What follows belongs to an exercise in optimizing a design on an open flow for small area, a short achievable clock period and few clock cycles; a production flow would make more cautious choices.
Function was checked by simulation only, so behaviour that the tests miss may differ from the original.
No activity file was given, so power comes from the tool's default toggle rates.

### design/flow/config.mk
export PLATFORM = sky130hd
export DESIGN_NAME = cpu_top
export DESIGN_NICKNAME = cpu_top
export VERILOG_FILES = /design/flow/design.v
export SDC_FILE = /design/flow/constraint.sdc
export NUM_CORES = 4
export LEC_CHECK = 0
export CAP_MARGIN = 30
export CELL_PAD_IN_SITES_DETAIL_PLACEMENT = 1
export CELL_PAD_IN_SITES_GLOBAL_PLACEMENT = 2
export CORE_MARGIN = 2
export CORE_UTILIZATION = 50
export PLACE_DENSITY = 0.6
export SLEW_MARGIN = 20
export SYNTH_HIERARCHICAL = 1
export TNS_END_PERCENT = 10
### design/flow/constraint.sdc
create_clock -name core_clock -period 11.0 [get_ports {clk}]
set_input_delay 2.2000 -clock core_clock [delete_from_list [all_inputs] [get_ports {clk}]]
set_output_delay 2.2000 -clock core_clock [all_outputs]
set_load 0.01 [all_outputs]
### design/flow/design.v
package cpu_pkg;
    localparam int XLEN   = 32;
    localparam int REG_AW = 5;                      
    localparam int OPC_W  = 6;
    localparam logic [XLEN-1:0] RESET_PC = 32'h0000_8000;  
    localparam logic [XLEN-1:0] PC_STEP  = 32'd4;
    localparam int FLAG_C = 0;
    localparam int FLAG_Z = 1;
    localparam int FLAG_N = 2;
    localparam int FLAG_V = 3;
    typedef enum logic [OPC_W-1:0] {
        OP_ADD   = 6'h00, OP_SUB   = 6'h01, OP_AND  = 6'h02,
        OP_OR    = 6'h03, OP_XOR   = 6'h04, OP_NOT  = 6'h05,
        OP_SHL   = 6'h06, OP_SHR   = 6'h07, OP_CMP  = 6'h0B,
        OP_SAR   = 6'h0C, OP_ADDI  = 6'h0D, OP_SUBI = 6'h0E,
        OP_CMPI  = 6'h0F,
        OP_LOAD  = 6'h10, OP_STORE = 6'h11, OP_LOADI = 6'h12,
        OP_JMP   = 6'h20, OP_JZ    = 6'h21, OP_JNZ  = 6'h22,
        OP_JC    = 6'h23, OP_JNC   = 6'h24, OP_JLT  = 6'h25,
        OP_JGE   = 6'h26, OP_JLE   = 6'h27,
        OP_SETEQ = 6'h30, OP_SETNE = 6'h31, OP_SETLT = 6'h32,
        OP_SETGE = 6'h33, OP_SETLE = 6'h34, OP_SETGT = 6'h35,
        OP_HALT  = 6'h3E
    } opcode_e;
    typedef enum logic [2:0] {
        FETCH     = 3'd0,
        DECODE    = 3'd1,
        EXECUTE   = 3'd2,
        MEMORY    = 3'd3,    
        WRITEBACK = 3'd4
    } cpu_state_e;
    typedef struct packed {
        logic [OPC_W-1:0]  opcode;
        logic [1:0]        spare_hi;
        logic [REG_AW-1:0] rd;
        logic [REG_AW-1:0] rs1;
        logic [REG_AW-1:0] rs2;
        logic [8:0]        spare_lo;
    } instr_r_t;
    typedef struct packed {
        logic [OPC_W-1:0]  opcode;
        logic [1:0]        spare_hi;
        logic [REG_AW-1:0] rd;
        logic [18:0]       imm19;     
    } instr_i_t;
    typedef union packed {
        instr_r_t r;
        instr_i_t i;
    } cpu_instr_u;
    typedef struct packed {
        opcode_e           op;
        logic [REG_AW-1:0] rd;
        logic [REG_AW-1:0] rs1;
        logic [REG_AW-1:0] rs2;
        logic [XLEN-1:0]   imm;        
        logic              use_imm;
        logic              reg_write;
        logic              flag_write;
        logic              is_load;
        logic              is_store;
        logic              is_branch;
        logic              is_set;
        logic              is_halt;
    } cpu_decoded_t;
    typedef struct packed {
        logic [XLEN-1:0] addr;
        logic [XLEN-1:0] wdata;
        logic            read;
        logic            write;
    } mem_req_t;
endpackage
module cpu_brtgt (
    input  logic [29:0] pc4,
    input  logic [11:0] imm,
    output logic [29:0] tgt
);
    logic [12:0] g, p;
    logic [11:0] lo;
    logic [17:0] hi, hi_inc, hi_dec, ci, bi;
    always_comb begin
        g = {pc4[11:0] & imm, 1'b0};
        p = {pc4[11:0] ^ imm, 1'b0};
        for (int d = 1; d <= 12; d = d * 2) begin
            for (int i = 12; i >= d; i--) begin
                g[i] = g[i] | (p[i] & g[i-d]);
                p[i] = p[i] & p[i-d];
            end
        end
        lo = (pc4[11:0] ^ imm) ^ g[11:0];
        hi = pc4[29:12];
        ci = {hi[16:0], 1'b1};
        bi = {~hi[16:0], 1'b1};
        for (int d = 1; d < 18; d = d * 2) begin
            for (int i = 17; i > d; i--) begin
                ci[i] = ci[i] & ci[i-d];
                bi[i] = bi[i] & bi[i-d];
            end
        end
        hi_inc = hi ^ ci;
        hi_dec = hi ^ bi;
        case ({imm[11], g[12]})
            2'b01:   tgt = {hi_inc, lo};
            2'b10:   tgt = {hi_dec, lo};
            default: tgt = {hi, lo};
        endcase
    end
endmodule
module cpu_core (
    input  logic        clk,
    input  logic        rst_n,
    output logic [31:0] mem_addr,
    output logic [31:0] mem_wdata,
    output logic        mem_read,
    output logic        mem_write,
    input  logic [31:0] mem_rdata,
    input  logic        mem_ready,
    output logic        halted,
    output logic [7:0]  cpu_flags
);
    logic [31:2] fa_q;           
    logic [3:0]  flags_q;        
    logic        halted_q;
    logic        r_ld, r_st, r_br, r_rw, r_fw, r_halt;
    logic [4:0]  r_rb, r_rd;         
    logic [18:0] r_imm;
    logic [2:0]  r_cc;
    logic        r_add, r_sub, r_and, r_or, r_xor, r_not;
    logic        r_shl, r_shr, r_sar, r_set, r_li, r_useimm, r_pred;
    logic [31:2] r_alt;          
    logic        x_ld, x_st, x_br, x_rw, x_fw, x_halt;
    logic [4:0]  x_rd;
    logic [31:0] x_a, x_b;
    logic        x_cond;         
    logic        x_use;          
    logic        x_add, x_sub, x_and, x_or, x_xor, x_not;
    logic        x_shl, x_shr, x_sar, x_set, x_pass;
    logic [31:0] bx, sum, res, res_o, shin, shr_v, shout, x_wd;
    logic        cout, alu_c, alu_v, fz, fn, zs, redirect;
    logic [3:0]  flags_n;
    assign bx = x_sub ? ~x_b : x_b;
    logic [33:0] sum_c;
    assign sum_c = {1'b0, x_a, 1'b1} + {1'b0, bx, x_sub};
    assign sum   = sum_c[32:1];
    assign cout  = sum_c[33];
    assign alu_c = x_add ? cout : (x_sub & ~cout);
    assign alu_v = (x_add | x_sub) & (x_a[31] == bx[31]) & (sum[31] != x_a[31]);
    always_comb begin
        for (int k = 0; k < 32; k++)
            shin[k] = x_shl ? x_a[31-k] : x_a[k];
        shr_v = 32'($signed({x_sar & x_a[31], shin}) >>> x_b[4:0]);
        for (int k = 0; k < 32; k++)
            shout[k] = x_shl ? shr_v[31-k] : shr_v[k];
    end
    assign res_o = ({32{x_and}}              & (x_a & x_b))
               | ({32{x_or}}                 & (x_a | x_b))
               | ({32{x_xor}}                & (x_a ^ x_b))
               | ({32{x_not}}                & ~x_a)
               | ({32{x_shl | x_shr | x_sar}} & shout)
               | ({32{x_pass}}               & x_b)
               | {31'd0, x_set & x_cond};
    assign res = res_o | ({32{x_add | x_sub}} & sum);
    assign zs = &(~((x_a ^ bx) ^ {x_a[30:0] | bx[30:0], x_sub}));
    assign fz = (x_add | x_sub) ? zs : (res_o == 32'd0);
    assign fn = res[31];
    assign flags_n = x_fw ? {alu_v, fn, fz, alu_c} : flags_q;
    assign x_wd     = x_ld ? mem_rdata : res;
    assign redirect = x_br & x_cond;
    logic        x_mem, halt_c, adv;
    assign x_mem  = x_ld | x_st;
    assign halt_c = halted_q | x_halt;
    assign adv    = mem_ready & ~halt_c;
    assign mem_addr  = x_use ? x_a : {fa_q, 2'b00};
    assign mem_wdata = x_b;
    assign mem_read  = ~halt_c & ~x_st;
    assign mem_write = x_st;
    assign halted    = halt_c;
    assign cpu_flags = {4'd0, flags_q};
    logic [5:0]  op;
    logic        d_ld, d_st, d_br, d_rw, d_fw, d_halt;
    logic        d_add, d_sub, d_and, d_or, d_xor, d_not;
    logic        d_shl, d_shr, d_sar, d_set, d_li, d_useimm, d_pred;
    assign op = mem_rdata[31:26];
    always_comb begin
        d_add = (op == 6'h00) || (op == 6'h0D);
        d_sub = (op == 6'h01) || (op == 6'h0B) || (op == 6'h0E) || (op == 6'h0F);
        d_and = (op == 6'h02);
        d_or  = (op == 6'h03);
        d_xor = (op == 6'h04);
        d_not = (op == 6'h05);
        d_shl = (op == 6'h06);
        d_shr = (op == 6'h07);
        d_sar = (op == 6'h0C);
        d_useimm = (op == 6'h0D) || (op == 6'h0E) || (op == 6'h0F);
        d_ld  = (op == 6'h10);
        d_st  = (op == 6'h11);
        d_li  = (op == 6'h12);
        d_br  = (op[5:3] == 3'b100);
        d_set = (op[5:3] == 3'b110) && (op[2:1] != 2'b11);
        d_halt = (op == 6'h3E);
        d_fw  = (op[5:4] == 2'b00) && (op[3:0] != 4'h8) && (op[3:0] != 4'h9) &&
                (op[3:0] != 4'hA);
        d_rw  = (d_fw && (op != 6'h0B) && (op != 6'h0F)) || d_ld || d_li || d_set;
        d_pred = d_br && ((op[2:0] == 3'd0) || mem_rdata[11]);
    end
    logic [31:2] fq1, xa1, pc4, tgt;
    assign fq1 = fa_q + 30'd1;
    assign xa1 = x_a[31:2] + 30'd1;
    assign pc4 = redirect ? xa1 : fq1;
    cpu_brtgt u_brtgt (.pc4(pc4), .imm(mem_rdata[11:0]), .tgt(tgt));
    logic [31:0] rf_a, rf_b, imm32, a_n, a_o, b_n, b_o;
    logic        fwd_a, fwd_b;
    logic        cb, cs, cond_n;
    logic [31:0] regs [32];
    logic [31:0] vld, wsel;
    always_comb begin
        for (int i = 0; i < 32; i++)
            wsel[i] = x_rw && (x_rd == 5'(i));
    end
    always_ff @(posedge clk or negedge rst_n) begin
        if (!rst_n)
            vld <= '0;
        else
            vld <= vld | wsel;
    end
    for (genvar i = 0; i < 32; i++) begin : g_reg
        always_ff @(posedge clk) begin
            if (wsel[i])
                regs[i] <= x_wd;
        end
    end
    always_comb begin
        rf_a = '0;
        rf_b = '0;
        for (int i = 0; i < 32; i++) begin
            rf_a = rf_a | ({32{vld[i] && (r_imm[18:14] == 5'(i))}} & regs[i]);
            rf_b = rf_b | ({32{vld[i] && (r_rb == 5'(i))}} & regs[i]);
        end
    end
    assign fwd_a = x_rw && (x_rd == r_imm[18:14]);
    assign fwd_b = x_rw && (x_rd == r_rb);
    assign imm32 = r_li ? {13'd0, r_imm} : {{20{r_imm[11]}}, r_imm[11:0]};
    assign a_o   = r_br ? {r_alt, 2'b00} : ((fwd_a & x_ld) ? mem_rdata : rf_a);
    assign a_n   = (fwd_a & ~x_ld & ~r_br) ? res : a_o;
    assign b_o   = (r_useimm | r_li) ? imm32 : ((fwd_b & x_ld) ? mem_rdata : rf_b);
    assign b_n   = (fwd_b & ~x_ld & ~r_useimm & ~r_li) ? res : b_o;
    logic [7:0] tt;
    always_comb begin
        for (int f = 0; f < 8; f++) begin
            logic c, z, n;
            c = f[0]; z = f[1]; n = f[2];
            case (r_cc)
                3'd0: cb = 1'b1;
                3'd1: cb = z;
                3'd2: cb = ~z;
                3'd3: cb = c;
                3'd4: cb = ~c;
                3'd5: cb = n;
                3'd6: cb = ~n;
                default: cb = n | z;
            endcase
            case (r_cc)
                3'd0: cs = z;
                3'd1: cs = ~z;
                3'd2: cs = n;
                3'd3: cs = ~n;
                3'd4: cs = n | z;
                default: cs = ~n & ~z;
            endcase
            tt[f] = r_set ? cs : (cb ^ r_pred);
        end
        cond_n = x_fw ? tt[{fn, fz, alu_c}] : tt[flags_q[2:0]];
    end
    always_ff @(posedge clk or negedge rst_n) begin
        if (!rst_n) begin
            fa_q     <= 30'h0000_2000;      
            flags_q  <= 4'd0;
            halted_q <= 1'b0;
            r_ld <= 1'b0; r_st <= 1'b0; r_br <= 1'b0;
            r_rw <= 1'b0; r_fw <= 1'b0; r_halt <= 1'b0;
            x_ld <= 1'b0; x_st <= 1'b0; x_br <= 1'b0;
            x_rw <= 1'b0; x_fw <= 1'b0; x_halt <= 1'b0;
            x_use <= 1'b0;
        end else begin
            if (x_halt)
                halted_q <= 1'b1;
            flags_q <= flags_n;
            if (adv) begin
                if (redirect) begin
                    x_ld <= 1'b0; x_st <= 1'b0; x_br <= 1'b0;
                    x_rw <= 1'b0; x_fw <= 1'b0; x_halt <= 1'b0;
                    x_use <= 1'b0;
                end else begin
                    x_ld <= r_ld; x_st <= r_st; x_br <= r_br;
                    x_rw <= r_rw; x_fw <= r_fw; x_halt <= r_halt;
                    x_use <= r_ld | r_st | (r_br & cond_n);
                end
                if (x_mem) begin
                    r_ld <= 1'b0; r_st <= 1'b0; r_br <= 1'b0;
                    r_rw <= 1'b0; r_fw <= 1'b0; r_halt <= 1'b0;
                end else begin
                    r_ld <= d_ld; r_st <= d_st; r_br <= d_br;
                    r_rw <= d_rw; r_fw <= d_fw; r_halt <= d_halt;
                    fa_q <= d_pred ? tgt : pc4;
                end
            end
        end
    end
    always_ff @(posedge clk) begin
        if (adv) begin
            x_rd   <= r_rd;
            x_a    <= a_n;
            x_b    <= b_n;
            x_cond <= cond_n;
            x_add  <= r_add;
            x_sub  <= r_sub;
            x_and  <= r_and;
            x_or   <= r_or;
            x_xor  <= r_xor;
            x_not  <= r_not;
            x_shl  <= r_shl;
            x_shr  <= r_shr;
            x_sar  <= r_sar;
            x_set  <= r_set;
            x_pass <= r_li;
        end
        if (adv && !x_mem) begin
            r_rb     <= d_st ? mem_rdata[23:19] : mem_rdata[13:9];
            r_rd     <= mem_rdata[23:19];
            r_imm    <= mem_rdata[18:0];
            r_cc     <= op[2:0];
            r_add    <= d_add;
            r_sub    <= d_sub;
            r_and    <= d_and;
            r_or     <= d_or;
            r_xor    <= d_xor;
            r_not    <= d_not;
            r_shl    <= d_shl;
            r_shr    <= d_shr;
            r_sar    <= d_sar;
            r_set    <= d_set;
            r_li     <= d_li;
            r_useimm <= d_useimm;
            r_pred   <= d_pred;
            r_alt    <= d_pred ? pc4 : tgt;
        end
    end
endmodule
module cpu_top (
    input  logic        clk,
    input  logic        rst_n,
    output logic [31:0] mem_addr,
    output logic [31:0] mem_wdata,
    output logic        mem_read,
    output logic        mem_write,
    input  logic [31:0] mem_rdata,
    input  logic        mem_ready,
    output logic        halted,
    output logic [7:0]  cpu_flags
);
    cpu_core u_core (
        .clk(clk), .rst_n(rst_n),
        .mem_addr(mem_addr), .mem_wdata(mem_wdata),
        .mem_read(mem_read), .mem_write(mem_write),
        .mem_rdata(mem_rdata), .mem_ready(mem_ready),
        .halted(halted), .cpu_flags(cpu_flags));
endmodule
### design/flow/flow/run.sh
#!/bin/bash
set -euo pipefail
bash standard.sh synth > synth.log 2>&1
bash standard.sh SETUP_SLACK_MARGIN=6.5 finish > layout.log 2>&1
### design/flow/standard.sh
#!/bin/bash
# synth_recipe.tcl (not shown) runs the flow's synth.tcl, then flattens the netlist and writes it again
# the make line also repeats each setting of config.mk as NAME=value (left out here)
make -C /OpenROAD-flow-scripts/flow DESIGN_CONFIG=/design/flow/config.mk WORK_HOME=/design/flow/orfs CLKGATE_MAP_FILE= SYNTH_SCRIPT=/design/flow/synth_recipe.tcl "${@:-finish}"
==> results by group, run 1 <==
Status
  – Status: finished clean

Clock tree
  – CTS Hold Bufs: 0
  – CTS Root Cell: clkbuf_16
  – CTS clk-pin slew, worst paths: ~60 ps
  – CTS Buf Count: between 100 and 150
  – Clock Sinks: between 1,000 and 1,500
  – H-tree Lvls: 4
  – Clock buffer depth: 3
  – CTS tree: built
  – Clk latency of the worst-skew pair: 820 ps

Drt
  – Routed vias/inst: ~8.1
  – Remaining antenna violation count: 0
  – Residual DRC: 0
  – Routed Wire Length: ~350,000 um
  – Via count: roughly 60,000
  – Drt first pass iters: 9
  – 1st-iter DRT viols: between 10,000 and 15,000
  – WL/cell: 48.1 um

Synthesis
  – Top FF cell, synth: edfxtp_1
  – Top cells by area, synth: edfxtp_1 55%, a22oi_1 6.3%, a221oi_1 3.7%, a22o_1 3.4%, dfrtp_1 3.0%
  – Most common cell in the netlist: edfxtp_1
  – Post-Synthesis Cells: ~5,300
  – Post-synth EDFFs: around 1,200
  – Post-Syn Area per Cell: 12.2 sq um
  – Sequential-to-total area share from yosys stat: slightly below 60%
  – Post-synthesis async set-or-reset flop share: 6.35%
  – Largest family of logic cells by synthesized area: compound AO/OA/AOI/OAI gates
  – Synth cell count leaders: 1,180 x edfxtp_1, 548 x a22oi_1, 393 x clkbuf_1
  – Post-synthesis mux area share: 4.21%
  – Compound-Gate Fraction of Synth Area: roughly a fifth
  – Post-synth top area share: ~55%
  – Simple-gate portion of the synthesized area: 9.26%
  – Synth Warn #: 9
  – Adder-cell share of the synthesized area: ~2.7%
  – Distinct cells, synth: ~100
  – Area leader, netlist: edfxtp_1
  – Post-Syn Area: ~0.065 sq mm
  – Synth Area in XOR/XNOR: 2.13%
  – #FFs+latches synth: 1,260

Min path
  – Worst Hold Class: reg2reg

Run
  – Max-Cap Viols: 0

Die
  – Die area: 0.133 sq mm
  – Initial Util: between 50 and 60%
  – Die H: between 300 and 400 um
  – Core area: 0.129 sq mm
  – I/O pin cnt: 110
  – Row cnt: about 130
  – DIE WIDTH: 364 um

Timing
  – RSZ-0062 raised after global routing: yes
  – Worst clock skew: between 100 and 150 ps
  – Fin. Hold Viols: 0
  – Final period util: between 40 and 50%
  – Worst slew pin tran: 1190 ps
  – Fmax: 205 MHz
  – Fin crit period: 4890 ps
  – Final Setup Violations: 0
  – Final Max Slew Viols: 0
  – Relative slew slack: roughly a fifth
  – Total Neg Setup Slack: 0 ps

Place
  – Hpwl dp: 204,000 um
  – Final GP Congestion: between 1 and 1.5
  – Placed Cells: between 6,000 and 7,000
  – I/O Buffers: around 110
  – Post-DP Area: a little under 0.07 sq mm

Final layout
  – Nets: 5,589
  – Area grow syn2layout: 15.5%
  – Layout Cells excl Fill: between 7,000 and 8,000
  – Ratio of cells with drive above 1 in the final layout: 17.3%
  – Post-route design area: between 0.07 and 0.08 sq mm
  – Util after Layout: roughly three fifths

Pwr
  – PD cells: about 180 mW/mm^2
  – Total power: ~0.014 W
  – Pleak: 25.5 nW
  – Worst vdd ir: 0.213 mV

GRT
  – Largest net degree at the start of global routing: 64
  – First-pass GRT wire length: between 400,000 and 500,000 um
  – Total grt overflow: 0
  – Global-route usage over all layers: between 50% and 60%
  – Initial antenna violation count: 24
  – Vias in the first global route: roughly 57,000

Worst setup path
  – Worst Path Required: about 12,000 ps
  – Highest net fanout along the worst path: 8
  – Crit Path Category: reg2reg
  – Critical Path AT: 5600 ps
  – Endpoint class of the critical path: flop
  – Startpoint Class: flop
[path summary, 6_finish.rpt]
kind	endpoint	slack [ps]	start	cells past startpoint
hold reg to reg	u_core.x_rd[0]	420	u_core.r_rd[0]	0
min in group asynchronous	u_core.flags_q[3]	1370	rst_n	1
setup / recovery	u_core.fa_q[19]	6110	u_core.x_cond	21
hold / removal	u_core.x_rd[0]	420	u_core.r_rd[0]	0
max in group asynchronous	u_core.r_br	8300	rst_n	2
setup reg to reg	u_core.fa_q[19]	6110	u_core.x_cond	21
[per-layer routing]
metal | global-route usage (%) | share of wire, % | vias to the layer above
met5 | 0 | 0.094 | -
met4 | 42.4 | 10 | 36
met3 | 21.0 | 15 | 2076
met2 | 74.2 | 42 | 6244
met1 | 60.6 | 33 | 29300
li1 | - | - | 21700
[timing repair]
action                      CTS  global route
gates resized for setup     173            36
pin swaps                    49            33
setup endpoints to repair  1115           289
gates cloned                  7             0
buffers inserted             78            11
[logic make-up after synthesis]
kind of cell    count (synthesis)
compound gates               1761
flops                        1260
simple gates                 1183
buf+inv                       612
mux                           212
xor+xnor                      158
fa+ha+maj                     142
other cells                     1
[modules after synthesis (local to each module, per instance), a selection]
module	cells	copies in the design
cpu_brtgt	170	1
cpu_core	5159	1
[layout make-up]
class / instances / area [sq um]
antenna: 14 / 35.0
tap: 1742 / 2180
inverter: 139 / 537
timing repair buffer: 413 / 3800
sequential: 1260 / 37400
clock inverter: 79 / 860
multi-input combinational: 3460 / 26600
fill: 12700 / 54100
clock buffer: 171 / 3610
[stage by stage]
step           setup WS [ps]  hold WS (ps)
3_3_place_gp            4750           401
5_1_grt                 5960           424
3_5_place_dp            4640           409
6_report                6110           417
2_1_floorplan           5560           400
4_1_cts                 6140           416
[sequential cells by signal, summed over array words and instances, names as in the netlist, 19 cells and up]
name          flops
u_core.vld       32
u_core.r_alt     30
u_core.x_a       32
u_core.r_imm     19
u_core.x_b       32
u_core.regs    1024
u_core.fa_q      30
[where the power goes]
part	switching, W	total [W]	internal [W]	leakage [nW]
combinational	0.00214	0.00332	0.00118	12.1
clock	0.00212	0.00468	0.00256	2.14
sequential	0.000221	0.00586	0.00564	11.3
[critical path, stage by stage, from the launching register on]
cell	delay, ps
edfxtp_1	460
nand2_4	100
buf_16	150
mux2i_4	190
inv_2	90
ha_4	150
o221ai_4	120
nand4b_1	310
xnor2_2	310
inv_2	90
ha_4	220
a2111o_1	410
a31o_1	220
a31oi_4	230
ha_4	160
or4b_4	520
buf_6	150
or3_4	320
a21oi_2	150
xor2_1	210
nand2_1	80
a31oi_1	170
[layout by cell type (no fill, tap or decap), types with 31 or more instances in the layout]
cell | synthesis | routed
o211ai_1 | 31 | 31
mux2_2 | 92 | 90
a22o_1 | 254 | 254
clkdlybuf4s50_1 | 0 | 97
and3_2 | 0 | 64
edfxtp_1 | 1180 | 1180
inv_1 | 131 | 124
nor2_4 | 0 | 33
a211oi_1 | 48 | 44
mux2i_1 | 77 | 72
mux4_2 | 37 | 37
a31oi_1 | 43 | 41
xnor2_1 | 72 | 66
a221oi_1 | 271 | 266
nor2_1 | 216 | 182
ha_1 | 141 | 110
o21ai_0 | 153 | 131
clkinv_1 | 4 | 31
dfrtp_1 | 79 | 77
buf_4 | 4 | 263
xor2_1 | 86 | 68
nand4_1 | 206 | 206
a22oi_1 | 548 | 545
nand3_1 | 68 | 66
or2_2 | 44 | 44
nor3_1 | 104 | 95
clkbuf_16 | 0 | 138
nand2_1 | 305 | 303
a21oi_1 | 179 | 161
Testbench counts, summed over its fixed seeds: cycles 32,066.
==> inputs of run 2 (changes only) <==
--- a/design/flow/design.v
+++ b/design/flow/design.v
@@ -127,5 +127,4 @@
     logic        r_add, r_sub, r_and, r_or, r_xor, r_not;
     logic        r_shl, r_shr, r_sar, r_set, r_li, r_useimm, r_pred;
-    logic [31:2] r_alt;          
     logic        x_ld, x_st, x_br, x_rw, x_fw, x_halt;
     logic [4:0]  x_rd;
@@ -179,5 +178,5 @@
     logic        d_ld, d_st, d_br, d_rw, d_fw, d_halt;
     logic        d_add, d_sub, d_and, d_or, d_xor, d_not;
-    logic        d_shl, d_shr, d_sar, d_set, d_li, d_useimm, d_pred;
+    logic        d_shl, d_shr, d_sar, d_set, d_li, d_useimm, d_pred, d_cond;
     assign op = mem_rdata[31:26];
     always_comb begin
@@ -201,11 +200,20 @@
                 (op[3:0] != 4'hA);
         d_rw  = (d_fw && (op != 6'h0B) && (op != 6'h0F)) || d_ld || d_li || d_set;
-        d_pred = d_br && ((op[2:0] == 3'd0) || mem_rdata[11]);
+        case (op[2:0])
+            3'd0: d_cond = 1'b1;
+            3'd1: d_cond = flags_q[1];
+            3'd2: d_cond = ~flags_q[1];
+            3'd3: d_cond = flags_q[0];
+            3'd4: d_cond = ~flags_q[0];
+            3'd5: d_cond = flags_q[2];
+            3'd6: d_cond = ~flags_q[2];
+            default: d_cond = flags_q[2] | flags_q[1];
+        endcase
+        d_pred = d_br && ((r_fw || x_fw) ? ((op[2:0] == 3'd0) || mem_rdata[11]) : d_cond);
     end
-    logic [31:2] fq1, xa1, pc4, tgt;
+    logic [31:2] fq1, xa1, tgt;
     assign fq1 = fa_q + 30'd1;
     assign xa1 = x_a[31:2] + 30'd1;
-    assign pc4 = redirect ? xa1 : fq1;
-    cpu_brtgt u_brtgt (.pc4(pc4), .imm(mem_rdata[11:0]), .tgt(tgt));
+    cpu_brtgt u_brtgt (.pc4(fq1), .imm(mem_rdata[11:0]), .tgt(tgt));
     logic [31:0] rf_a, rf_b, imm32, a_n, a_o, b_n, b_o;
     logic        fwd_a, fwd_b;
@@ -241,4 +249,10 @@
     assign imm32 = r_li ? {13'd0, r_imm} : {{20{r_imm[11]}}, r_imm[11:0]};
     assign a_o   = r_br ? {r_alt, 2'b00} : ((fwd_a & x_ld) ? mem_rdata : rf_a);
+    logic [31:2] r_alt;
+    logic [31:0] r_simm;
+    logic [30:0] alt_c;
+    assign r_simm = {{20{r_imm[11]}}, r_imm[11:0]} ^ {32{r_pred}};
+    assign alt_c  = {fa_q, 1'b1} + {r_simm[29:0], r_pred};
+    assign r_alt  = alt_c[30:1];
     assign a_n   = (fwd_a & ~x_ld & ~r_br) ? res : a_o;
     assign b_o   = (r_useimm | r_li) ? imm32 : ((fwd_b & x_ld) ? mem_rdata : rf_b);
@@ -301,5 +315,5 @@
                     r_ld <= d_ld; r_st <= d_st; r_br <= d_br;
                     r_rw <= d_rw; r_fw <= d_fw; r_halt <= d_halt;
-                    fa_q <= d_pred ? tgt : pc4;
+                    fa_q <= redirect ? xa1 : (d_pred ? tgt : fq1);
                 end
             end
@@ -341,6 +355,5 @@
             r_li     <= d_li;
             r_useimm <= d_useimm;
-            r_pred   <= d_pred;
-            r_alt    <= d_pred ? pc4 : tgt;
+            r_pred   <= d_pred & ~redirect;
         end
     end
==> design/flow/flow/run.sh (replaced) <==
#!/bin/bash
set -euo pipefail
bash standard.sh synth > synth.log 2>&1
bash standard.sh SETUP_SLACK_MARGIN=7 finish > layout.log 2>&1
--- a/design/flow/config.mk
+++ b/design/flow/config.mk
@@ -10,6 +10,8 @@
 export CELL_PAD_IN_SITES_GLOBAL_PLACEMENT = 2
 export CORE_MARGIN = 2
-export CORE_UTILIZATION = 50
-export PLACE_DENSITY = 0.6
+export CORE_UTILIZATION = 40
+export CTS_CLUSTER_DIAMETER = 100
+export CTS_CLUSTER_SIZE = 20
+export PLACE_DENSITY = 0.55
 export SLEW_MARGIN = 20
 export SYNTH_HIERARCHICAL = 1
==> results by group, run 2 <==
Status
  – Status: finished clean

Timing
  – Worst clock skew: 40.6 ps (-59.8 ps)
  – Final period util: 44.2% (-0.23 points)
  – Relative slew slack: 22.5% (+1.5 points)
  – Final Max Slew Viols: 0 (unchanged)
  – Final Setup Violations: 0 (unchanged)
  – Fin Hold WS: 424 ps (+7.24 ps)
  – Fmax: 206 MHz (+0.51%)
  – Worst slew pin tran: 1160 ps (-22.8 ps)
  – Fin crit period: 4860 ps (-25.0 ps)
  – Total Neg Setup Slack: 0 ps (unchanged)
  – Fin. Hold Viols: 0 (unchanged)
  – RSZ-0062 raised after global routing: yes

Drt
  – Drt first pass iters: 6 (-3)
  – Residual DRC: 0 (unchanged)
  – Via count: 58,500 (-1.4%)
  – 1st-iter DRT viols: 10,100 (-18%)
  – Routed vias/inst: 7.53 (-7.6%)
  – Routed Wire Length: 379,000 um (+8.2%)
  – WL/cell: 48.8 um (+1.4%)
  – Remaining antenna violation count: 0 (unchanged)

GRT
  – Total grt overflow: 0 (unchanged)
  – Initial antenna violation count: 29 (+21%)
  – Global-route usage over all layers: 43.6% (-8.0 points)
  – Largest net degree at the start of global routing: 65 (+1.6%)
  – Vias in the first global route: 55,800 (-2.2%)
  – First-pass GRT wire length: 499,000 um (+6.1%)

Synthesis
  – Post-synthesis async set-or-reset flop share: 6.50% (+0.15 points)
  – Simple-gate portion of the synthesized area: 9.40% (+0.14 points)
  – Synth Area in XOR/XNOR: 2.95% (+0.82 points)
  – Post-Syn Area: 0.0653 sq mm (+0.47%)
  – Top cells by area, synth: edfxtp_1 53%, a22oi_1 6.4%, a221oi_1 3.6%, a22o_1 3.4%, ha_1 3.3%
  – Post-Syn Area per Cell: 12.1 sq um (-0.76%)
  – Compound-Gate Fraction of Synth Area: 20.6% (+0.21 points)
  – Sequential-to-total area share from yosys stat: 56.0% (-1.6 points)
  – Top FF cell, synth: edfxtp_1
  – Distinct cells, synth: 113 (+11%)
  – Synth Warn #: 9 (unchanged)
  – Most common cell in the netlist: edfxtp_1
  – Post-Synthesis Cells: 5,395 (+1.2%)
  – Post-synth EDFFs: 1,150 (-2.5%)
  – Post-synth top area share: 52.9% (-1.6 points)
  – Largest family of logic cells by synthesized area: compound AO/OA/AOI/OAI gates
  – #FFs+latches synth: 1,230 (-2.4%)
  – Synth cell count leaders: 1,150 x edfxtp_1, 558 x a22oi_1, 360 x clkbuf_1
  – Post-synthesis mux area share: 3.95% (-0.26 points)
  – Area leader, netlist: edfxtp_1
  – Adder-cell share of the synthesized area: 3.31% (+0.56 points)

Die
  – Die area: 0.166 sq mm (+25%)
  – Core area: 0.162 sq mm (+26%)
  – Initial Util: 40.2% (-10 points)
  – Row cnt: 148 (+12%)
  – Die H: 408 um (+12%)
  – DIE WIDTH: 408 um (+12%)
  – I/O pin cnt: 110 (unchanged)

Worst setup path
  – R2R Path End: u_core.x_b[5]
  – Reg-to-reg startpoint: u_core.r_rb[2]
  – FF-to-FF path depth: 10 (-52%)
  – R2R Setup Slk: 6140 ps (+30 ps)
  – Worst path cell trace: and2_0 -> and3_2 -> buf_4 -> a22o_1 -> a221oi_1 -> nand4_1 -> nor3_1 -> nor2_1 -> a31oi_1 -> o221ai_1
  – Highest net fanout along the worst path: 18 (+10)
  – Setup crit start: u_core.r_rb[2]
  – Crit Path Category: reg2reg
  – Worst Path Required: 11,380 ps (-330 ps)
  – CP max stage delay: 920 ps (+400 ps)
  – Startpoint Class: flop
  – CP max-delay cell: nor3_1
  – Endpoint class of the critical path: flop
  – Setup crit end: u_core.x_b[5]
  – Critical Path AT: 5250 ps (-350 ps)

Final layout
  – Largest register by flop count: u_core.regs
  – Nets: 5,755 (+3.0%)
  – Max reg flops: 1,024 (unchanged)
  – Area grow syn2layout: 16.5%
  – Commonest non-fill, non-tap cells in the layout: 1,150 x edfxtp_1, 555 x a22oi_1, 306 x buf_4
  – Util after Layout: 46.8% (-11 points)
  – Leading cell type in the layout, fill and taps excluded: edfxtp_1
  – Layout Cells excl Fill: 7,766 (+6.7%)
  – Ratio of cells with drive above 1 in the final layout: 18.7% (+1.4 points)

Pwr
  – PD cells: 163 mW/mm^2 (-12%)
  – Pleak: 25.5 nW (-0.19%)
  – Worst vdd ir: 0.164 mV (-23%)

Clock tree
  – CTS Buf Count: 75 (-46%)
  – Clock buffer depth: 3 (unchanged)
  – CTS Hold Bufs: 0 (unchanged)
  – CTS Root Cell: clkbuf_16
  – CTS tree: built
  – Clock Sinks: 1,230 (-2.4%)
  – CTS clk-pin slew, worst paths: 90 ps (+30 ps)
  – Clk latency of the worst-skew pair: 750 ps (-70 ps)
  – H-tree Lvls: 3 (-1)

Place
  – I/O Buffers: 105 (unchanged)
  – Placed Cells: 7,459 (+8.1%)
  – Hpwl dp: 226,000 um (+10%)
  – Final GP Congestion: 0.930 (-9.4%)

Min path
  – Worst Hold Class: reg2reg

Run
  – Max-Cap Viols: 0 (unchanged)
==> run 2: routing by layer <==
layer  GRT usage (%)  part of all wire (%)  up-vias
li1                -                     -    22000
met1            54.6                    36    30100
met2            66.7                    44     4988
met3            11.0                    12     1352
met4            28.8                   8.0       14
met5               0                 0.023        -
==> run 2: worst max-delay path, delay by kind of cell, from the launching register on <==
| family | cells | cell delay, ps |
|---|---|---|
| buf+inv | 1 | 470 |
| compound gates | 4 | 1040 |
| simple gates | 5 | 2340 |
| flops | 1 | 610 |
==> run 2: per-module statistics from Yosys (local to each module, per instance), excerpt <==
module     copies in the design  cell area [sq um]
cpu_brtgt                     1               1220
cpu_core                      1              64000
==> run 2: worst min path at each step <==
stage | from | to | cells past startpoint
floorplan | u_core.r_add | u_core.x_add | 0
global placement | u_core.r_rd[3] | u_core.x_rd[3] | 0
detailed placement | u_core.r_shr | u_core.x_shr | 0
CTS | u_core.r_rd[2] | u_core.x_rd[2] | 0
global route | u_core.r_add | u_core.x_add | 0
finish | u_core.r_rd[4] | u_core.x_rd[4] | 0
==> run 2: kinds of logic after synthesis <==
kind of cell	count (synthesis)
and+or+nand+nor	1174
xor gates and xnor gates	220
buffers and inverters	621
DFF	1230
adders and majority gates	172
AOI/OAI and AO/OA	1783
other	1
muxes	194
==> run 2: where the power goes <==
| group | total, W | switching (W) | leakage, nW | internal [W] |
|---|---|---|---|---|
| combinational | 0.00354 | 0.00223 | 13.3 | 0.00131 |
| clock | 0.00309 | 0.00175 | 1.08 | 0.00134 |
| sequential | 0.00574 | 0.000290 | 11.1 | 0.00545 |
| total | 0.0124 | 0.00427 | 25.5 | 0.00810 |
==> run 2: final cells by class <==
class | instances | area (sq um)
inverters | 160 | 633
well taps | 2175 | 2720
diodes | 11 | 27.5
repair inverters | 1 | 5.00
flip-flops and latches | 1230 | 36600
fillers | 16500 | 86400
clock buffers | 93 | 2000
multi-input cells | 3559 | 28600
clock inverters | 16 | 250
repair buffers | 521 | 5230
==> run 2: what timing repair did <==
action	4_1_cts	5_1_grt
pin swaps	41	78
setup buffers	89	58
cloned	21	13
setup endpoints to repair	1262	1234
gates resized for setup	231	257
==> run 2: per-stage QoR <==
| stage | total power, W | setup slack, ps | instance area [sq um] |
|---|---|---|---|
| after floorplan | 0.00746 | 5660 | 65500 |
| after global placement | 0.00878 | 4480 | 69400 |
| after detailed placement | 0.00881 | 4440 | 69600 |
| after CTS | 0.0120 | 6140 | 74100 |
| after global routing | 0.0127 | 6030 | 76000 |
| final | 0.0124 | 6140 | 76000 |
Testbench counts of run 2, summed over its fixed seeds: cycles 31,909.
==> inputs of run 3 (changes only) <==
--- a/design/flow/design.v
+++ b/design/flow/design.v
@@ -72,4 +72,6 @@
 module cpu_brtgt (
     input  logic [29:0] pc4,
+    input  logic [17:0] hi_inc,      
+    input  logic [17:0] hi_dec,      
     input  logic [11:0] imm,
     output logic [29:0] tgt
@@ -77,5 +79,4 @@
     logic [12:0] g, p;
     logic [11:0] lo;
-    logic [17:0] hi, hi_inc, hi_dec, ci, bi;
     always_comb begin
         g = {pc4[11:0] & imm, 1'b0};
@@ -88,19 +89,8 @@
         end
         lo = (pc4[11:0] ^ imm) ^ g[11:0];
-        hi = pc4[29:12];
-        ci = {hi[16:0], 1'b1};
-        bi = {~hi[16:0], 1'b1};
-        for (int d = 1; d < 18; d = d * 2) begin
-            for (int i = 17; i > d; i--) begin
-                ci[i] = ci[i] & ci[i-d];
-                bi[i] = bi[i] & bi[i-d];
-            end
-        end
-        hi_inc = hi ^ ci;
-        hi_dec = hi ^ bi;
         case ({imm[11], g[12]})
             2'b01:   tgt = {hi_inc, lo};
             2'b10:   tgt = {hi_dec, lo};
-            default: tgt = {hi, lo};
+            default: tgt = {pc4[29:12], lo};
         endcase
     end
@@ -215,5 +205,9 @@
     assign fq1 = fa_q + 30'd1;
     assign xa1 = x_a[31:2] + 30'd1;
-    cpu_brtgt u_brtgt (.pc4(fq1), .imm(mem_rdata[11:0]), .tgt(tgt));
+    logic [31:14] fq1_inc, fq1_dec;
+    assign fq1_inc = fq1[31:14] + 18'd1;
+    assign fq1_dec = fq1[31:14] - 18'd1;
+    cpu_brtgt u_brtgt (.pc4(fq1), .hi_inc(fq1_inc), .hi_dec(fq1_dec),
+                       .imm(mem_rdata[11:0]), .tgt(tgt));
     logic [31:0] rf_a, rf_b, imm32, a_n, a_o, b_n, b_o;
     logic        fwd_a, fwd_b;
--- a/design/flow/config.mk
+++ b/design/flow/config.mk
@@ -16,3 +16,3 @@
 export SLEW_MARGIN = 20
 export SYNTH_HIERARCHICAL = 1
-export TNS_END_PERCENT = 10
+export TNS_END_PERCENT = 30
==> results by group, run 3 <==
Worst setup path
  – Endpoint class of the critical path: flop
  – Crit Path Category: reg2reg
  – Highest net fanout along the worst path: 4 (-14)
  – Worst Path Required: 11,480 ps (+100 ps)
  – Startpoint Class: flop
  – Critical Path AT: 5010 ps (-240 ps)

Drt
  – WL/cell: 48.6 um (-0.34%)
  – Remaining antenna violation count: 0 (unchanged)
  – Routed vias/inst: 7.50 (-0.38%)
  – 1st-iter DRT viols: 10,100 (+0.11%)
  – Residual DRC: 0 (unchanged)
  – Drt first pass iters: 7 (+1)
  – Routed Wire Length: 384,000 um (+1.4%)
  – Via count: 59,300 (+1.4%)

GRT
  – Global-route usage over all layers: 44.4% (+0.84 points)
  – Total grt overflow: 0 (unchanged)
  – Vias in the first global route: 56,800 (+1.8%)
  – Largest net degree at the start of global routing: 62 (-4.6%)
  – Initial antenna violation count: 19 (-34%)
  – First-pass GRT wire length: 509,000 um (+1.9%)

Clock tree
  – CTS Buf Count: 74 (-1.3%)
  – Clk latency of the worst-skew pair: 760 ps (about the same)
  – Clock Sinks: 1,230 (unchanged)
  – CTS Root Cell: clkbuf_16
  – CTS clk-pin slew, worst paths: 100 ps (about the same)
  – CTS Hold Bufs: 0 (unchanged)
  – H-tree Lvls: 3 (unchanged)
  – Clock buffer depth: 3 (unchanged)
  – CTS tree: built

Die
  – DIE WIDTH: 408 um (about the same)
  – Core area: 0.162 sq mm (unchanged)
  – Row cnt: 148 (unchanged)
  – Initial Util: 40.2% (about the same)
  – Die H: 408 um (about the same)
  – Die area: 0.166 sq mm (about the same)
  – I/O pin cnt: 110 (unchanged)

Run
  – Max-Cap Viols: 0 (unchanged)

Synthesis
  – Post-Syn Area: 0.0653 sq mm (about the same)
  – Area leader, netlist: edfxtp_1
  – Top cells by area, synth: edfxtp_1 53%, a22oi_1 6.4%, a221oi_1 3.8%, a22o_1 3.5%, ha_1 3.3%
  – Post-synth EDFFs: 1,150 (unchanged)
  – Sequential-to-total area share from yosys stat: 56.0% (about the same)
  – Post-Syn Area per Cell: 12.0 sq um (-0.78%)
  – Top FF cell, synth: edfxtp_1
  – Most common cell in the netlist: edfxtp_1
  – Post-Synthesis Cells: 5,440 (+0.83%)
  – Synth cell count leaders: 1,150 x edfxtp_1, 555 x a22oi_1, 393 x clkbuf_1
  – Post-synthesis async set-or-reset flop share: 6.50% (unchanged)
  – #FFs+latches synth: 1,230 (unchanged)
  – Distinct cells, synth: 99 (-12%)
  – Post-synth top area share: 52.9% (about the same)
  – Synth Warn #: 9 (unchanged)

Timing
  – Fin crit period: 4530 ps (-335 ps)
  – Final period util: 41.2% (-3.0 points)
  – Worst clock skew: 55.3 ps (+14.7 ps)
  – Fin. Hold Viols: 0 (unchanged)
  – RSZ-0062 raised after global routing: yes
  – Total Neg Setup Slack: 0 ps (unchanged)
  – Final Max Slew Viols: 0 (unchanged)
  – Relative slew slack: 14.7% (-7.8 points)
  – Final Setup Violations: 0 (unchanged)
  – Worst slew pin tran: 1270 ps (+108 ps)
  – Fmax: 221 MHz (+7.4%)

Final layout
  – Post-route design area: 0.0781 sq mm (+2.8%)
  – Commonest non-fill, non-tap cells in the layout: 1,150 x edfxtp_1, 552 x a22oi_1, 342 x buf_4
  – Area grow syn2layout: 19.7%
  – Largest register by flop count: u_core.regs
  – Nets: 5,884 (+2.2%)
  – Fill cells: 16,500 (-0.25%)
  – Ratio of cells with drive above 1 in the final layout: 21.8% (+3.1 points)
  – Max reg flops: 1,024 (unchanged)
  – Leading cell type in the layout, fill and taps excluded: edfxtp_1

Place
  – I/O Buffers: 105 (unchanged)
  – Post-DP Area: 0.0702 sq mm (+0.76%)
  – Final GP Congestion: 0.937 (+0.75%)
  – Hpwl dp: 229,000 um (+1.5%)

Pwr
  – PD cells: 165 mW/mm^2 (+1.6%)
  – Pleak: 26.5 nW (+4.0%)
  – Worst vdd ir: 0.149 mV (-9.1%)
  – Total power: 0.0129 W (+4.4%)

Min path
  – Worst Hold Class: reg2reg

Status
  – Status: finished clean
[run 3: cell types whose count changed after synthesis, moves of 10 or more]
cell,delta
clkbuf_1,+33
buf_2,-15
nand2_1,+15
xor2_1,+14
a221oi_1,+12
and2_1,+10
mux2_2,-10
o21ai_0,-10
[run 3: modules after synthesis (local to each module, per instance), excerpt]
module,cells inside,flops+latches,copies in the design,area (sq um)
cpu_brtgt,149,0,1,985
cpu_core,5291,1230,1,64300
[run 3: area by class of cell]
class / count / area [sq um] / area share, %
Multi-Input combinational cell: 3592 / 29300 / 37.5
Clock buffer: 99 / 1980 / 2.53
Sequential cell: 1230 / 36600 / 46.8
Timing Repair Buffer: 609 / 6650 / 8.50
Clock inverter: 14 / 196 / 0.251
Inverter: 167 / 676 / 0.865
Tap cell: 2175 / 2720 / 3.48
Antenna cell: 18 / 45.0 / 0.0576
[run 3: worst max-delay path: stages, from the launching register on]
cell and delay, ps:
edfxtp_1 420, buf_6 160, buf_12 130, mux4_2 590
mux2i_4 330, buf_6 150, o32ai_2 70, or3_4 440
a221o_1 370, or4b_4 550, nor4_4 340, a21oi_4 170
mux2i_4 230, mux2_4 280
[run 3: repair_timing]
action,CTS,global route
gates cloned,31,6
setup endpoints to repair,1251,1009
hold endpoints to repair,0,0
gates resized for setup,479,264
pin swaps,84,86
buffers inserted,167,73
[run 3: final timing paths]
check                         startpoint        endpoint  slack (ps)  depth (start not counted)
setup / recovery           u_core.x_a[9]   u_core.x_cond        6470                         13
hold / removal               u_core.r_or     u_core.x_or         430                          0
max in group asynchronous          rst_n     u_core.x_ld        8230                          2
hold reg to reg              u_core.r_or     u_core.x_or         430                          0
setup reg to reg           u_core.x_a[9]   u_core.x_cond        6470                         13
min in group asynchronous          rst_n  u_core.vld[28]        1440                          1
[run 3: power by group]
part	switching [W]	internal (W)	leakage, nW
registers	0.000292	0.00546	11.1
logic	0.00248	0.00165	14.4
clock network	0.00175	0.00129	1.05
total	0.00452	0.00840	26.5
[run 3: logic make-up (layout without fill, tap and decap cells)]
family | after synthesis | after routing | share of synthesized area [%]
other | 1 | 22 | 0.00574
and+or+nand+nor | 1203 | 1203 | 9.47
muxes | 195 | 202 | 3.94
xor gates and xnor gates | 234 | 234 | 3.14
adders and majority gates | 175 | 175 | 3.37
buffers and inverters | 634 | 889 | 3.76
AOI/OAI and AO/OA | 1768 | 1774 | 20.4
DFF | 1230 | 1230 | 56.0
[run 3: per-layer routing]
layer	track usage, %	share of wire (%)
met5	0	0.033
met2	67.7	43
met1	55.3	36
met3	12.5	12
met4	28.7	8.5
[run 3: through the flow]
stage	utilization [%]	setup slack [ps]	instances	hold slack [ps]
after detailed placement	43.2	4990	7491	406
final	48.1	6470	7904	428
after global placement	42.7	4760	7451	404
after CTS	47.0	6450	7802	422
after global routing	48.1	6410	7888	432
after floorplan	-	6130	5443	400
Testbench counts of run 3, summed over its fixed seeds: cycles 31,909.
==> inputs of run 4 (changes only) <==
==> design/flow/flow/run.sh (replaced) <==
#!/bin/bash
set -euo pipefail
bash standard.sh synth > synth.log 2>&1
bash standard.sh SETUP_SLACK_MARGIN=6.5 finish > layout.log 2>&1
--- a/design/flow/config.mk
+++ b/design/flow/config.mk
@@ -16,3 +16,3 @@
 export SLEW_MARGIN = 20
 export SYNTH_HIERARCHICAL = 1
-export TNS_END_PERCENT = 30
+export TNS_END_PERCENT = 20
==> results by group, run 4 <==
Clock tree
  – CTS clk-pin slew, worst paths: 90 ps (about the same)
  – CTS tree: built
  – CTS Buf Count: 78 (+5.4%)
  – Clk latency of the worst-skew pair: 780 ps (+20 ps)
  – H-tree Lvls: 3 (unchanged)
  – CTS Root Cell: clkbuf_16
  – CTS Hold Bufs: 0 (unchanged)
  – Clock Sinks: 1,230 (unchanged)
  – Clock buffer depth: 3 (unchanged)

Drt
  – WL met3: 42,300 um (-8.3%)
  – Remaining antenna violation count: 0 (unchanged)
  – Drt first pass iters: 6 (-1)
  – Via count: 57,700 (-2.7%)
  – 1st-iter DRT viols: 9,801 (-3.3%)
  – Met1 WL: 134,000 um (-3.3%)
  – Top sig layer: met5
  – Residual DRC: 0 (unchanged)
  – Met2 WL: 164,000 um (-1.7%)
  – Routed Wire Length: 371,000 um (-3.4%)
  – WL/cell: 48.1 um (-1.2%)
  – Routed vias/inst: 7.46 (-0.48%)

Final layout
  – Layout Cells excl Fill: 7,727 (-2.2%)
  – Max reg flops: 1,024 (unchanged)
  – Area grow syn2layout: 13.9%
  – Largest register by flop count: u_core.regs
  – Leading cell type in the layout, fill and taps excluded: edfxtp_1
  – Nets: 5,718 (-2.8%)
  – Commonest non-fill, non-tap cells in the layout: 1,150 x edfxtp_1, 554 x a22oi_1, 278 x a221oi_1
  – Ratio of cells with drive above 1 in the final layout: 15.7% (-6.1 points)
  – Fill cells: 16,700 (+1.2%)

Die
  – Row cnt: 148 (unchanged)
  – Core area: 0.162 sq mm (unchanged)
  – Die H: 408 um (unchanged)
  – I/O pin cnt: 110 (unchanged)
  – Die area: 0.166 sq mm (unchanged)
  – DIE WIDTH: 408 um (unchanged)
  – Initial Util: 40.2% (unchanged)

Timing
  – Fin. Hold Viols: 0 (unchanged)
  – RSZ-0062 raised after global routing: yes
  – Fin crit period: 4740 ps (+213 ps)
  – Fin Hold WS: 426 ps (-2.75 ps)
  – Total Neg Setup Slack: 0 ps (unchanged)
  – Final Setup Violations: 0 (unchanged)
  – Relative slew slack: 25.0% (+10 points)
  – Worst clock skew: 51.0 ps (-4.25 ps)
  – Fmax: 211 MHz (-4.5%)
  – Final period util: 43.1% (+1.9 points)
  – Final Max Slew Viols: 0 (unchanged)
  – Worst slew pin tran: 1130 ps (-145 ps)

Pwr
  – Register share of total power: 45.9% (+1.4 points)
  – Switching share of power: 34.9% (-0.045 points)
  – P_sw: 0.00437 W (-3.3%)
  – Pleak: 24.9 nW (-6.1%)
  – Total power: 0.0125 W (-3.2%)
  – Proportion of power drawn by the clock network: 25.5% (+2.0 points)
  – P_int: 0.00814 W (-3.1%)
  – Comb pwr share: 28.6% (-3.4 points)
  – PD cells: 168 mW/mm^2 (+1.7%)
  – Worst vdd ir: 0.151 mV (+1.4%)

Worst setup path
  – R2R Path End: u_core.x_b[26]
  – CP max stage delay: 820 ps (+230 ps)
  – FF-to-FF path depth: 10 (-3)
  – Worst Path Required: 11,380 ps (-100 ps)
  – Critical Path AT: 5120 ps (+110 ps)
  – Setup crit start: u_core.r_rb[2]
  – Endpoint class of the critical path: flop
  – Worst path cell trace: and2_0 -> and3_2 -> buf_4 -> a22o_1 -> a221oi_1 -> nand4_1 -> nor3_1 -> a21oi_1 -> a21oi_1 -> a21oi_1
  – CP max-delay cell: nor3_1
  – R2R Setup Slk: 6260 ps (-210 ps)
  – Reg-to-reg startpoint: u_core.r_rb[2]
  – Crit Path Category: reg2reg
  – Startpoint Class: flop
  – Highest net fanout along the worst path: 22 (+18)
  – CP dominant cell by count: a21oi_1

Synthesis
  – Most common cell in the netlist: edfxtp_1
  – Post-synth top area share: 52.9% (unchanged)
  – Synth Warn #: 9 (unchanged)
  – Top cells by area, synth: edfxtp_1 53%, a22oi_1 6.4%, a221oi_1 3.8%, a22o_1 3.5%, ha_1 3.3%
  – Post-Syn Area per Cell: 12.0 sq um (unchanged)
  – #FFs+latches synth: 1,230 (unchanged)
  – Post-Synthesis Cells: 5,440 (unchanged)
  – Synth cell count leaders: 1,150 x edfxtp_1, 555 x a22oi_1, 393 x clkbuf_1
  – Area leader, netlist: edfxtp_1
  – Top FF cell, synth: edfxtp_1
  – Sequential-to-total area share from yosys stat: 56.0% (unchanged)
  – Post-synth EDFFs: 1,150 (unchanged)
  – Post-Syn Area: 0.0653 sq mm (unchanged)
  – Distinct cells, synth: 99 (unchanged)
  – Post-synthesis async set-or-reset flop share: 6.50% (unchanged)

Status
  – Status: finished clean

GRT
  – First-pass GRT wire length: 496,000 um (-2.6%)
  – Vias in the first global route: 55,500 (-2.2%)
  – Total grt overflow: 0 (unchanged)
  – Global-route usage over all layers: 43.3% (-1.2 points)
  – Initial antenna violation count: 18 (-1)
  – Largest net degree at the start of global routing: 62 (unchanged)

Run
  – Max-Cap Viols: 0 (unchanged)

Place
  – Final GP Congestion: 0.949 (+1.2%)
  – Placed Cells: 7,505 (+0.19%)
  – I/O Buffers: 105 (unchanged)
  – Hpwl dp: 230,000 um (+0.52%)

Min path
  – Hold path start: u_core.r_sub
  – Worst Hold Path EP: u_core.x_sub
  – Worst Hold Path Cells: 0 (unchanged)
  – Worst Hold Class: reg2reg
==> run 4: changes by cell type in the layout (fill, tap and decap cells not counted), moves of 15 or more <==
cell,previous run,this run
buf_16,30,10
o21ai_0,99,162
buf_6,50,8
buf_4,342,273
o21ai_1,52,20
o21ai_2,25,4
clkdlybuf4s50_1,56,97
ha_4,27,5
ha_1,137,158
mux2_4,18,3
a21oi_1,132,149
buf_12,60,27
nand2_1,257,276
==> run 4: Yosys stat by module, one instance, submodules excluded, excerpt <==
module	cells inside	cell area, sq um
cpu_core	5291	64300
cpu_brtgt	149	985
==> run 4: what timing repair did <==
action	in CTS	in global routing
setup buffers	51	29
endpoints found under the setup margin	1055	390
gates cloned	12	3
pin swaps	30	21
resized for setup	148	73
==> run 4: power groups by stage <==
stage | clock [W] | combinational, W | sequential [W]
3_3_place_gp | 0 | 0.00317 | 0.00584
5_1_grt | 0.00331 | 0.00376 | 0.00576
3_5_place_dp | 0 | 0.00321 | 0.00584
6_report | 0.00318 | 0.00358 | 0.00574
2_1_floorplan | 0 | 0.00189 | 0.00569
4_1_cts | 0.00320 | 0.00338 | 0.00573
==> run 4: worst max path at each step <==
stage	slack, ps	endpoint
final	6260	u_core.x_b[26]
after global routing	6270	u_core.x_a[24]
after CTS	6320	u_core.r_rb[1]
after detailed placement	4710	u_core.fa_q[30]
after global placement	4520	u_core.fa_q[29]
after floorplan	6130	u_core.fa_q[19]
==> run 4: final cells by class <==
class                   count  area [sq um]  area share (%)
well taps                2175          2720            3.66
clock buffers             100          2100            2.82
multi-input cells        3586         27700            37.3
clock inverters            17           258           0.347
inverters                 167           646           0.868
repair buffers            445          4360            5.86
flip-flops and latches   1230         36600            49.1
diodes                      7          17.5          0.0235
==> run 4: cells by family after synthesis <==
family                   Yosys count  synth area share, %
multiplexers                     195                 3.94
other                              1              0.00574
AO/OA/AOI/OAI                   1768                 20.4
AND/OR/NAND/NOR                 1203                 9.47
buffers and inverters            634                 3.76
flip-flops                      1230                 56.0
adder cells (fa/ha/maj)          175                 3.37
XOR/XNOR                         234                 3.14
==> run 4: through the flow <==
stage                     setup slack [ps]  util [%]  cell area, sq um
after global routing                  6270      45.8             74400
final                                 6260      45.8             74400
after global placement                4520      42.8             69500
after CTS                             6320      45.4             73800
after detailed placement              4710      43.1             70000
after floorplan                       6130         -             65500
==> run 4: layer usage <==
| metal | vias up | track usage [%] |
|---|---|---|
| met5 | - | 0 |
| met4 | 18 | 28.7 |
| met3 | 1388 | 10.3 |
| met2 | 4624 | 66.7 |
| met1 | 29700 | 54.2 |
| li1 | 22000 | - |
==> run 4: critical path, delay by kind of cell, from the launching register on <==
family / cells / cell delay, ps
and+or+nand+nor: 4 / 1950
AOI/OAI and AO/OA: 5 / 1310
buffers and inverters: 1 / 470
DFF: 1 / 590
==> inputs of run 5 (changes only) <==
--- a/design/flow/design.v
+++ b/design/flow/design.v
@@ -200,5 +200,5 @@
             default: d_cond = flags_q[2] | flags_q[1];
         endcase
-        d_pred = d_br && ((r_fw || x_fw) ? ((op[2:0] == 3'd0) || mem_rdata[11]) : d_cond);
+        d_pred = d_br && ((r_fw || x_fw) ? (~op[0] || mem_rdata[11]) : d_cond);
     end
     logic [31:2] fq1, xa1, tgt;
==> results by group, run 5 <==
Die
  – Initial Util: 40.3% (+0.11 points)
  – Die H: 409 um (+0.31%)
  – I/O pin cnt: 110 (unchanged)
  – Core area: 0.163 sq mm (+0.34%)
  – Row cnt: 148 (unchanged)
  – Die area: 0.167 sq mm (+0.61%)
  – DIE WIDTH: 409 um (+0.31%)

Clock tree
  – Clock buffer depth: 3 (unchanged)
  – CTS Hold Bufs: 0 (unchanged)
  – CTS clk-pin slew, worst paths: 90 ps (about the same)
  – CTS Root Cell: clkbuf_16
  – CTS Buf Count: 75 (-3.8%)
  – CTS tree: built
  – Clk latency of the worst-skew pair: 760 ps (-20 ps)
  – Clock Sinks: 1,230 (unchanged)
  – H-tree Lvls: 3 (unchanged)

Timing
  – Total Neg Setup Slack: 0 ps (unchanged)
  – Relative slew slack: 11.1% (-14 points)
  – Fin worst setup slack: 6330 ps (+73.0 ps)
  – Final Max Slew Viols: 0 (unchanged)
  – Final Setup Violations: 0 (unchanged)
  – Fin. Hold Viols: 0 (unchanged)
  – Worst clock skew: 53.9 ps (+2.90 ps)
  – Final period util: 42.5% (-0.66 points)
  – RSZ-0062 raised after global routing: yes
  – Fin crit period: 4670 ps (-73.0 ps)
  – Fmax: 214 MHz (+1.6%)
  – Worst slew pin tran: 1330 ps (+201 ps)

GRT
  – Largest net degree at the start of global routing: 62 (unchanged)
  – Initial antenna violation count: 21 (+3)
  – Total grt overflow: 0 (unchanged)
  – First-pass GRT wire length: 510,000 um (+3.0%)
  – Global-route usage over all layers: 44.4% (+1.2 points)
  – Vias in the first global route: 57,100 (+2.8%)

Place
  – Hpwl dp: 237,000 um (+3.1%)
  – Final GP Congestion: 0.953 (+0.45%)
  – Place WS: 4560 ps (-148 ps)
  – I/O Buffers: 105 (unchanged)

Final layout
  – Max reg flops: 1,024 (unchanged)
  – Fill cells: 16,700 (+0.16%)
  – Leading cell type in the layout, fill and taps excluded: edfxtp_1
  – Ratio of cells with drive above 1 in the final layout: 16.7% (+1.0 points)
  – Commonest non-fill, non-tap cells in the layout: 1,150 x edfxtp_1, 585 x a22oi_1, 291 x nand2_1
  – Nets: 5,792 (+1.3%)
  – Largest register by flop count: u_core.regs
  – Area grow syn2layout: 14.5%

Synthesis
  – Post-Synthesis Cells: 5,530 (+1.7%)
  – Top cells by area, synth: edfxtp_1 53%, a22oi_1 6.7%, a221oi_1 3.5%, a22o_1 3.3%, ha_1 3.3%
  – Most common cell in the netlist: edfxtp_1
  – Post-synth EDFFs: 1,150 (unchanged)
  – Sequential-to-total area share from yosys stat: 55.6% (-0.34 points)
  – #FFs+latches synth: 1,230 (unchanged)
  – Synth cell count leaders: 1,150 x edfxtp_1, 585 x a22oi_1, 386 x clkbuf_1
  – Post-synth top area share: 52.6% (-0.32 points)
  – Post-Syn Area per Cell: 11.9 sq um (-1.0%)
  – Post-synthesis async set-or-reset flop share: 6.50% (unchanged)
  – Synth Warn #: 9 (unchanged)
  – Post-Syn Area: 0.0657 sq mm (+0.62%)
  – Top FF cell, synth: edfxtp_1
  – Distinct cells, synth: 94 (-5.1%)
  – Area leader, netlist: edfxtp_1

Drt
  – WL/cell: 49.7 um (+3.5%)
  – Routed Wire Length: 388,000 um (+4.4%)
  – 1st-iter DRT viols: 10,100 (+3.2%)
  – Via count: 59,400 (+3.0%)
  – Drt first pass iters: 8 (+2)
  – Remaining antenna violation count: 0 (unchanged)
  – Routed vias/inst: 7.62 (+2.1%)
  – Residual DRC: 0 (unchanged)

Pwr
  – PD cells: 167 mW/mm^2 (-0.76%)
  – Worst vdd ir: 0.148 mV (-2.4%)
  – Pleak: 25.0 nW (+0.43%)

Worst setup path
  – Endpoint class of the critical path: flop
  – Startpoint Class: flop
  – Worst Path Required: 11,500 ps (+120 ps)
  – Critical Path AT: 5170 ps (+50 ps)
  – Highest net fanout along the worst path: 17 (-23%)
  – Crit Path Category: reg2reg

Run
  – Max-Cap Viols: 0 (unchanged)

Min path
  – Worst Hold Class: reg2reg

Status
  – Status: finished clean
-- run 5: metal layers --
metal	vias to the layer above	part of all wire, %	GRT usage, %
met5	-	0.024	0
met4	16	8.9	32.3
met3	1512	11	10.3
met2	5056	44	68.6
met1	30500	36	54.6
li1	22300	-	-
-- run 5: power by group --
group | switching, W | total [W] | internal, W
Combinational | 0.00236 | 0.00369 | 0.00133
Sequential | 0.000325 | 0.00580 | 0.00547
Clock | 0.00171 | 0.00306 | 0.00134
-- run 5: stage by stage --
stage / instance area, sq um / util [%] / power [W] / instances / hold slack, ps
2_1_floorplan: 65900 / - / 0.00765 / 5533 / 400
3_3_place_gp: 69900 / 42.9 / 0.00914 / 7566 / 403
3_5_place_dp: 70100 / 43.0 / 0.00918 / 7584 / 406
4_1_cts: 73500 / 45.1 / 0.0123 / 7731 / 428
5_1_grt: 75200 / 46.2 / 0.0129 / 7788 / 437
6_report: 75200 / 46.2 / 0.0125 / 7800 / 427
-- run 5: what timing repair did --
| action | 4_1_cts | 5_1_grt |
|---|---|---|
| gates cloned | 11 | 13 |
| endpoints found under the setup margin | 1076 | 233 |
| buffers inserted | 29 | 38 |
| pin swaps | 19 | 58 |
| resized for setup | 161 | 214 |
-- run 5: critical path, cell delays in order (launching register included) --
cell and delay [ps]:
edfxtp_1 490, and2_0 390, and4b_2 340, buf_4 320, buf_4 400, a22o_1 290
a221oi_1 330, nand4_1 160, nor3_1 890, nor2_1 230, a31oi_1 220, nor2_1 60
a221o_1 270
-- run 5: logic make-up (layout without fill, tap and decap cells) --
family | count (synthesis) | after routing | share of synthesized area (%)
xor+xnor | 229 | 229 | 3.05
simple gates | 1266 | 1266 | 9.83
buf+inv | 630 | 702 | 3.73
flops | 1230 | 1230 | 55.6
fa+ha+maj | 175 | 175 | 3.34
mux | 188 | 192 | 3.80
compound gates | 1811 | 1814 | 20.6
other cells | 1 | 17 | 0.00571
-- run 5: cell type report --
class / count / area [sq um] / area share (%)
Sequential cell: 1230 / 36600 / 48.6
Multi-Input combinational cell: 3680 / 28700 / 38.2
Timing Repair Buffer: 443 / 4400 / 5.85
Tap cell: 2175 / 2720 / 3.62
Clock buffer: 94 / 2020 / 2.69
Inverter: 152 / 599 / 0.796
Clock inverter: 13 / 196 / 0.261
Antenna cell: 13 / 32.5 / 0.0432
-- run 5: worst paths after layout --
kind,start,endpoint,slack [ps],cells after the start
min reg2reg,u_core.r_sar,u_core.x_sar,430,0
max,u_core.r_rb[3],u_core.x_b[8],6330,12
min in group asynchronous,rst_n,u_core.flags_q[3],1610,1
max in group asynchronous,rst_n,u_core.fa_q[9],8260,2
max reg2reg,u_core.r_rb[3],u_core.x_b[8],6330,12
min,u_core.r_sar,u_core.x_sar,430,0
-- run 5: per-module statistics from Yosys, one instance, submodules excluded, excerpt --
module,cells inside,copies in the design,flip-flops and latches
cpu_core,5381,1,1230
cpu_brtgt,149,1,0
Testbench counts of run 5, summed over its fixed seeds: cycles 31,599.

-- what the ideal ports hide --
The flow's constraints put no driver on any port. The routed layouts listed below were extracted and timed again, unchanged, in two steps.
Step 1: set_driving_cell puts a clkbuf_16 on clk and a buf_2 on each other input, an assumption about the parent block.
Step 2 adds t to the input delays and takes it off the output delays; t is the mean of the earliest and latest rising clock arrival at the registers after step 1. Input paths then give back, and output paths get back, about the clock's delay inside the block.
Three values: ideal, step 1, step 2; two values: the first two.
run	t, ns	setup slack, ns	latest minus earliest clock arrival (ns)
run 1	0.861	6.110 / 6.110 / 5.311	0.101 / 0.101
run 2	0.821	6.135 / 6.135 / 5.410	0.041 / 0.041
run 3	0.833	6.470 / 6.461 / 6.009	0.055 / 0.055
run 4	0.843	6.257 / 6.257 / 5.674	0.061 / 0.061
run 5	0.828	6.330 / 6.318 / 5.623	0.055 / 0.055
After both steps every run listed still meets setup and hold. For run 1, which loses most, drivers alone change the setup slack by 0.000 ns; drivers and shift together by -0.799 ns.
